From an optimization exercise on the open Yosys and OpenROAD flow, aimed at a short achievable clock period and few clock cycles per item; shortcuts taken in it are not production practice.
In this exercise RTL edits were held to simulation tests only and were not proved equivalent to the original.
Power and IR drop assume default switching activity.

## iir_df1_biquad_axis
module iir_df1_biquad_axis
#(
    parameter int unsigned coeff_width  = 16,
    parameter int unsigned inout_width  = 16,
    parameter int unsigned scale_factor = 14,
    parameter int          a1_int_coeff = -31880,
    parameter int          a2_int_coeff = 15531,
    parameter int          bo_int_coeff = 167,
    parameter int          b1_int_coeff = -302,
    parameter int          b2_int_coeff = 167
) (
    input  logic                          clk,
    input  logic                          rst,
    input  logic                          s_axis_tvalid,
    input  logic signed [inout_width-1:0] s_axis_tdata,
    output logic                          m_axis_tready,
    output logic signed [inout_width-1:0] m_axis_tdata,
    output logic                          m_axis_tvalid
);
    localparam int unsigned aw = 32;
    localparam logic [aw-1:0] k_a2   = aw'(0) - aw'(15531 * 16 * 4369);
    localparam logic [aw-1:0] k_pos  = aw'(31880 * 32767);
    localparam logic [aw-1:0] k_neg  = aw'(0) - aw'(31880 * 32768);
    localparam logic [aw-1:0] kg_pos = aw'(0) - aw'(15531 * 32767) - k_a2;
  ...
For scale: roughly 2600 cells after synthesis, ~290 flip-flops, about 37 I/O pins.
clock: 7.0 ns
lec_check: 0
abc_clock_period_in_ps: 2500
cap_margin: 20
core_margin: 2
core_utilization: 40
setup_slack_margin: 4.5
slew_margin: 20
run.sh (not shown) runs the stock make flow with config.mk's settings and CLKGATE_MAP_FILE= SYNTH_SCRIPT=/design/flow/synth_recipe.tcl, a recipe that flattens the netlist after the stock synthesis.
Testbench counts at the start, summed over its fixed seeds: cycles 24,056, items 24,000.
Then changed:
--- a/flow/design.v
+++ b/flow/design.v
@@ -113,33 +113,35 @@
     logic                          vin;
     logic signed [inout_width-1:0] xin;
     logic signed [inout_width-1:0] xh1, xh2;
     logic                          v1, v2, v3, v4, v5;
     logic signed [16:0]            a1;    
     logic signed [15:0]            b1;    
     logic [25:0]                   fs, fc;    
     logic [aw-1:0]                 f3k;   
     logic [aw-1:0]                 gs, gc;
     logic [17:0]                   lb;
-    logic                          lc1, lc2, lc3, lc4;
-    logic                          c14;
+    logic                          lc1, lc2, lc3, lc4, lcl, lc7;
+    logic [6:0]                    ll;
+    logic                          c14;         
     logic [17:0]                   y18;         
     logic signed [6:0]             u;           
     logic                          d1f, d1e, d2f, d2e, lo_f, lo_p, lo_c;
     logic                          u_a8, u_b10, u_e7, u_em9, u_pos, u_e31;
     logic                          y1s;         
     logic                          y1p, y1n;    
     logic signed [15:0]            y1;          
     logic signed [15:0]            y2;          
     logic signed [inout_width-1:0] yo;
     logic                          vo;
     always_comb begin
+        c14 = lcl | (lc7 & (&ll));
         y18 = lb + 18'(c14) + (18'(lc1) << 4) + (18'(lc2) << 8) + (18'(lc3) << 12)
             + (18'(lc4) << 16);
         u    = 7'(signed'(lb[17:16])) * 7'sd16 + 7'(lc4) * 7'sd16 + 7'(lb[15:12]) + 7'(lc3);
         d1f  = (&lb[7:4]) & lc1;
         d1e  = ((&lb[7:4]) & ~lc1) | ((lb[7:4] == 4'd14) & lc1);
         d2f  = (&lb[11:8]) & lc2;
         d2e  = ((&lb[11:8]) & ~lc2) | ((lb[11:8] == 4'd14) & lc2);
         lo_f = d2f | (d2e & d1f);
         lo_p = d2e & d1e & (&lb[3:0]);
         lo_c = lo_f | (lo_p & c14);
@@ -254,54 +256,58 @@
     iir_biquad_csa #(.w(aw)) u_kn (.a(gs), .b(gc), .c(k_neg), .s(satn_s), .co(satn_c));
     always_comb begin
         use_tree = v4 & ~y1s;
         if (v4) begin
             alt_s = y1p ? satp_s : satn_s;
             alt_c = y1p ? satp_c : satn_c;
         end else if (rst_q) begin
             alt_s = '0;
             alt_c = '0;
         end else begin
-            alt_s = {lb, 14'b0};
-            alt_c = {1'b0, lc4, 3'b0, lc3, 3'b0, lc2, 3'b0, lc1, 3'b0, c14, 14'b0};
+            alt_s = {lb, ll, 7'b0};
+            alt_c = {1'b0, lc4, 3'b0, lc3, 3'b0, lc2, 3'b0, lc1, 3'b0, lcl, 6'b0, lc7, 7'b0};
         end
         t_s = use_tree ? l_s4 : alt_s;
         t_c = use_tree ? l_c4 : alt_c;
     end
     logic [4:0] n0, n1, n2, n3;
     logic [2:0] n4;
-    logic [14:0] nl;
+    logic [7:0] nl;
+    logic [7:0] nz;
     assign n0 = {1'b0, t_s[17:14]} + {1'b0, t_c[17:14]};
     assign n1 = {1'b0, t_s[21:18]} + {1'b0, t_c[21:18]};
     assign n2 = {1'b0, t_s[25:22]} + {1'b0, t_c[25:22]};
     assign n3 = {1'b0, t_s[29:26]} + {1'b0, t_c[29:26]};
     assign n4 = {1'b0, t_s[31:30]} + {1'b0, t_c[31:30]};
-    assign nl = {1'b0, t_s[13:0]} + {1'b0, t_c[13:0]};
+    assign nl = {1'b0, t_s[13:7]} + {1'b0, t_c[13:7]};
+    assign nz = {1'b0, t_s[6:0]} + {1'b0, t_c[6:0]};
     always_ff @(posedge clk) begin
         ready_q <= ready_q | rst;
         rst_q   <= rst;
         vin <= s_axis_tvalid & ready_q & ~rst;
         xin <= s_axis_tdata;
         a1   <= 17'(xin) + 17'(xh2);
         b1   <= xh1;
         fs   <= f_s7;
         fc   <= f_c7;
         f3k  <= aw'(signed'(fsum)) + k_a2;
         gs   <= use_galt ? f3k : g_s4;
         gc   <= use_galt ? (y1p ? kg_pos : kg_neg) : g_c4;
         yo   <= y1;
         lb  <= {n4[1:0], n3[3:0], n2[3:0], n1[3:0], n0[3:0]};
         lc1 <= n0[4];
         lc2 <= n1[4];
         lc3 <= n2[4];
         lc4 <= n3[4];
-        c14 <= nl[14];
+        ll  <= nl[6:0];
+        lcl <= nl[7];
+        lc7 <= nz[7];
         if (rst_q) begin
             xh1 <= '0;
             xh2 <= '0;
             y2  <= '0;
         end else begin
             if (vin) begin
                 xh1 <= xin;
                 xh2 <= xh1;
             end
             if (v4) begin
Via count rises by about 6%.
Sequential share of layout area is about the same.
Count of clock-buffer cells in the layout grows by 4.
Clock power came out lower by about 3%.
Flip-flop and latch count climbs by 8.
Total power increases by 1.7%.
Die area came out higher by about 3%.
Global-route usage rises by 1.5 points.
Testbench counts after the change, summed over its fixed seeds: cycles 24,056, items 24,000.

==> static timing again, ports no longer ideal <==
How much do the figures lean on ideal ports? The routed layouts below were timed once more, with nothing changed but the port constraints.
Step 1 assumes that a clkbuf_16 drives the clock port and a buf_2 every other input.
Step 2 times the ports against the registers' clock, not the clock port: input delays grow and output delays shrink by t, the midpoint of the rising clock arrivals with the driver on.
a / b / c = ideal / step 1 / step 2; a / b = the first two.
run | shift t [ns] | setup WS [ns] | worst register clock-pin slew, ns
the first run | 0.618 | 3.246 / 3.246 / 3.246 | 0.07 / 0.07
the second run | 0.621 | 3.193 / 3.193 / 3.193 | 0.06 / 0.06
After both steps setup and hold are still met in every run listed.
